Context: an optimization exercise on an open-source flow, tuned for small area and a short achievable clock period. The choices shown serve that exercise and are no tape-out recipe.
Where RTL was checked, it was by simulation tests only, not by an equivalence proof against the original.
Power figures rest on the tool's default switching activity, not on a simulated workload.

== run 3 ==
==> flow/design.v (excerpt) <==
module exec_core #(
    parameter int data_width = riscv_pkg::xlen
) (
    input  logic                  clk,
    input  logic                  arst_n,
    input  logic [31:0]           inst,
    input  logic                  inst_valid,
    output logic [data_width-1:0] result,
    output logic [4:0]            result_rd,
    output logic                  result_valid,
    output logic                  branch_taken
);
Size in the first run: about 3900 cells after synthesis, ~74 I/O pins.
Settings: LEC_CHECK=0, CAP_MARGIN=20, CORE_MARGIN=2, CORE_UTILIZATION=40, PLACE_DENSITY=0.6, SETUP_SLACK_MARGIN=5, SLEW_MARGIN=20, SYNTH_HIERARCHICAL=1, SYNTH_MINIMUM_KEEP_SIZE=0, TNS_END_PERCENT=100; clock period 10.0 ns.
standard.sh (not shown) runs the stock make flow with config.mk's settings and CLKGATE_MAP_FILE= SYNTH_SCRIPT=/design/flow/synth_recipe.tcl, a recipe that flattens the netlist after the stock synthesis.
==> flow/flow/run.sh <==
#!/bin/bash
# Own layout flow: the standard layout (standard.sh) with these changes.
#  1. DONT_USE_CELLS adds the full and half adder cells (fa, ha) and the
#     clkdlybuf4s delay buffers to the platform's list (flow/dont_use.txt
#     holds the whole list), so synthesis maps adders to plain gates and
#     port buffering and repair use ordinary buffers.
#  2. After synthesis, a22oi_2 and a21oi_2 cells (what synthesis makes of
#     the design's single-gate modules) start at size 1, and the gates of
#     the register file's read decoders and columns get drive strengths
#     that suit their loads (flow/swap.tcl, rules in flow/settings.sh).
#  3. Clock tree synthesis without dummy loads, with small sink clusters
#     (flow/settings.sh).
#  4. Timing repair aims at a shorter period than the design's clock
#     (setup margin from flow/settings.sh) on all endpoints.
# Everything else (synthesis script, floorplan, power grid, placement,
# routing, the clock period and constraints) is the standard flow.
# Each tool's full output goes to a log file here (flow_*.log); ORFS also
# writes each step's log under orfs/logs/.
set -euo pipefail
source flow/settings.sh
du="$(cat flow/dont_use.txt)"
vars=("DONT_USE_CELLS=$du" "CTS_ARGS=$CTS_ARGS" "SETUP_SLACK_MARGIN=$MARGIN" "TNS_END_PERCENT=$TNS")
res="orfs/results/${FLOW_PLATFORM:-sky130hd}/exec_core/base"

bash standard.sh "${vars[@]}" synth > flow_synth.log 2>&1
ODB_IN="$res/1_synth.odb" ODB_OUT="$res/1_synth.odb" SWAP="$SWAP" SIZE="${SIZE:-}" \
  openroad -no_init -exit flow/swap.tcl > flow_swap.log 2>&1
touch "$res/1_synth.sdc"
bash standard.sh "${vars[@]}" finish > flow_finish.log 2>&1
==> flow/flow/settings.sh <==
# Settings read by flow/run.sh
CTS_ARGS="-sink_clustering_enable -repair_clock_nets -dont_use_dummy_load -sink_clustering_size 20 -sink_clustering_max_diameter 50 -buf_list {sky130_fd_sc_hd__clkbuf_4 sky130_fd_sc_hd__clkbuf_8}"
MARGIN=5.5
TNS=100
SWAP="sky130_fd_sc_hd__a22oi_2 sky130_fd_sc_hd__a22oi_1 sky130_fd_sc_hd__a21oi_2 sky130_fd_sc_hd__a21oi_1"
Other scripts of this flow, unchanged in this note and not shown: flow/flow/dont_use.txt, flow/flow/swap.tcl
> inputs changed (run 3 -> run 2)
--- a/flow/flow/settings.sh
+++ b/flow/flow/settings.sh
@@ -5,0 +6,6 @@
+SIZE="*_dec.g_sel*.sn d sky130_fd_sc_hd__nand3_2
+*_dec.g_sel*.sn s sky130_fd_sc_hd__inv_6
+*_dec.g_hi*.u.y d sky130_fd_sc_hd__nor2_2
+*_dec.g_lo*.u.y d sky130_fd_sc_hd__nor3_2
+*_dec.an* d sky130_fd_sc_hd__inv_2
+*_dec.g_an* d sky130_fd_sc_hd__inv_2"
==> comparison <==
- Taking run 3 as the reference point, the wire length of the first global-routing pass of run 2 falls by about 11%.
- The total area of sequential cells of run 3 and that of run 2 are within noise of each other.
- Ratio of final minimum period to clock period: run 2 vs run 3 down 0.68 points
- Power: run 2 draws less than run 3
- Diff run 3 -> run 2: flop-to-flop setup slack increased by 0.04 ns relative to the old numbers; endpoint required time on the critical path decreased by 0.02 ns relative to the old numbers; areal power density over the cells increased by 6.8% relative to the old numbers.
- On power dissipated in sequential cells, run 2 and run 3 are neck and neck.
- Run 3 and run 2 ended up with roughly the same number of vias per cell.
No functional check of the RTL was part of any run of this note.

* * *

exec_core, a different RTL version from the one above (not shown whole).
Size in the first run: ~3500 cells after synthesis.
==> flow/design.v (excerpt) <==
module exec_core #(
    parameter int data_width = riscv_pkg::xlen
) (
    input  logic                  clk,
    input  logic                  arst_n,
    input  logic [31:0]           inst,
    input  logic                  inst_valid,
    output logic [data_width-1:0] result,
    output logic [4:0]            result_rd,
    output logic                  result_valid,
    output logic                  branch_taken
);
clock: 10.0 ns
lec_check: 0
cap_margin: 20
core_margin: 2
core_utilization: 40
place_density: 0.6
setup_slack_margin: 5
slew_margin: 20
synth_hierarchical: 1
synth_minimum_keep_size: 0
tns_end_percent: 100
==> flow/flow/settings.sh <==
# Settings read by flow/run.sh
CTS_ARGS="-sink_clustering_enable -repair_clock_nets -dont_use_dummy_load -sink_clustering_size 16 -sink_clustering_max_diameter 40 -buf_list {sky130_fd_sc_hd__clkbuf_4 sky130_fd_sc_hd__clkbuf_8}"
MARGIN=5.4
TNS=100
SWAP="sky130_fd_sc_hd__a22oi_2 sky130_fd_sc_hd__a22oi_1 sky130_fd_sc_hd__a21oi_2 sky130_fd_sc_hd__a21oi_1 sky130_fd_sc_hd__nor3_2 sky130_fd_sc_hd__nor3_1 sky130_fd_sc_hd__a21boi_2 sky130_fd_sc_hd__a21boi_1"
SIZE="*_dec.g_sel*.sn d sky130_fd_sc_hd__nand3_2
*_dec.g_sel*.sn s sky130_fd_sc_hd__inv_6
*_dec.g_hi*.u.y d sky130_fd_sc_hd__nor2_2
*_dec.g_lo*.u.y d sky130_fd_sc_hd__nor3_2
*_dec.an* d sky130_fd_sc_hd__inv_2
*_dec.g_an* d sky130_fd_sc_hd__inv_2"
Scripts as last shown in full above: flow/flow/run.sh
Other scripts of this flow, unchanged in this note and not shown: flow/flow/dont_use.txt, flow/flow/swap.tcl
Edit:
--- a/flow/flow/settings.sh
+++ b/flow/flow/settings.sh
@@ -2,3 +2,3 @@
 CTS_ARGS="-sink_clustering_enable -repair_clock_nets -dont_use_dummy_load -sink_clustering_size 16 -sink_clustering_max_diameter 40 -buf_list {sky130_fd_sc_hd__clkbuf_4 sky130_fd_sc_hd__clkbuf_8}"
-MARGIN=5.4
+MARGIN=5.5
 TNS=100
=> Global-route usage stays flat; critical path depth increases by 1; sequential power stays flat; setup slack improves by 0.10 ns; sequential share of layout area shrinks by 1.1 points; cell count goes up by 0.93%; total power barely changes; routed wire length goes up by 0.78%; area after synthesis stays the same; design area climbs by 2.0%.

re-timing with driven ports:
The flow's constraints put no driver on any port. The routed layouts listed below were extracted and timed again, unchanged, in two steps. Step 1 assumes that a clkbuf_16 drives the clock port and a buf_2 every other input. Step 2 adds t to the input delays and takes it off the output delays; t is the mean of the earliest and latest rising clock arrival at the registers after step 1. Input paths then give back, and output paths get back, about the clock's delay inside the block. a / b / c = ideal ports / drivers / drivers and shift; a / b = the first two.
| run | shift t [ns] | slack for setup (ns) | worst register clock-pin slew, ns | worst slew at a driven data input, ns |
|---|---|---|---|---|
| run 3 | 0.933 | 5.360 / 5.387 / 4.453 | 0.12 / 0.12 | 0.14 |
| run 2 | 0.944 | 5.429 / 5.442 / 4.531 | 0.12 / 0.12 | 0.07 |
| the first run of note 2 | 0.932 | 5.266 / 5.307 / 4.375 | 0.09 / 0.09 | 0.04 |
| the second run of note 2 | 0.963 | 5.366 / 5.412 / 4.449 | 0.10 / 0.10 | 0.17 |
After both steps every run listed still meets setup and hold. The setup slack of the second run of note 2, which loses most, moves by +0.046 ns with the drivers and by -0.917 ns with both steps.
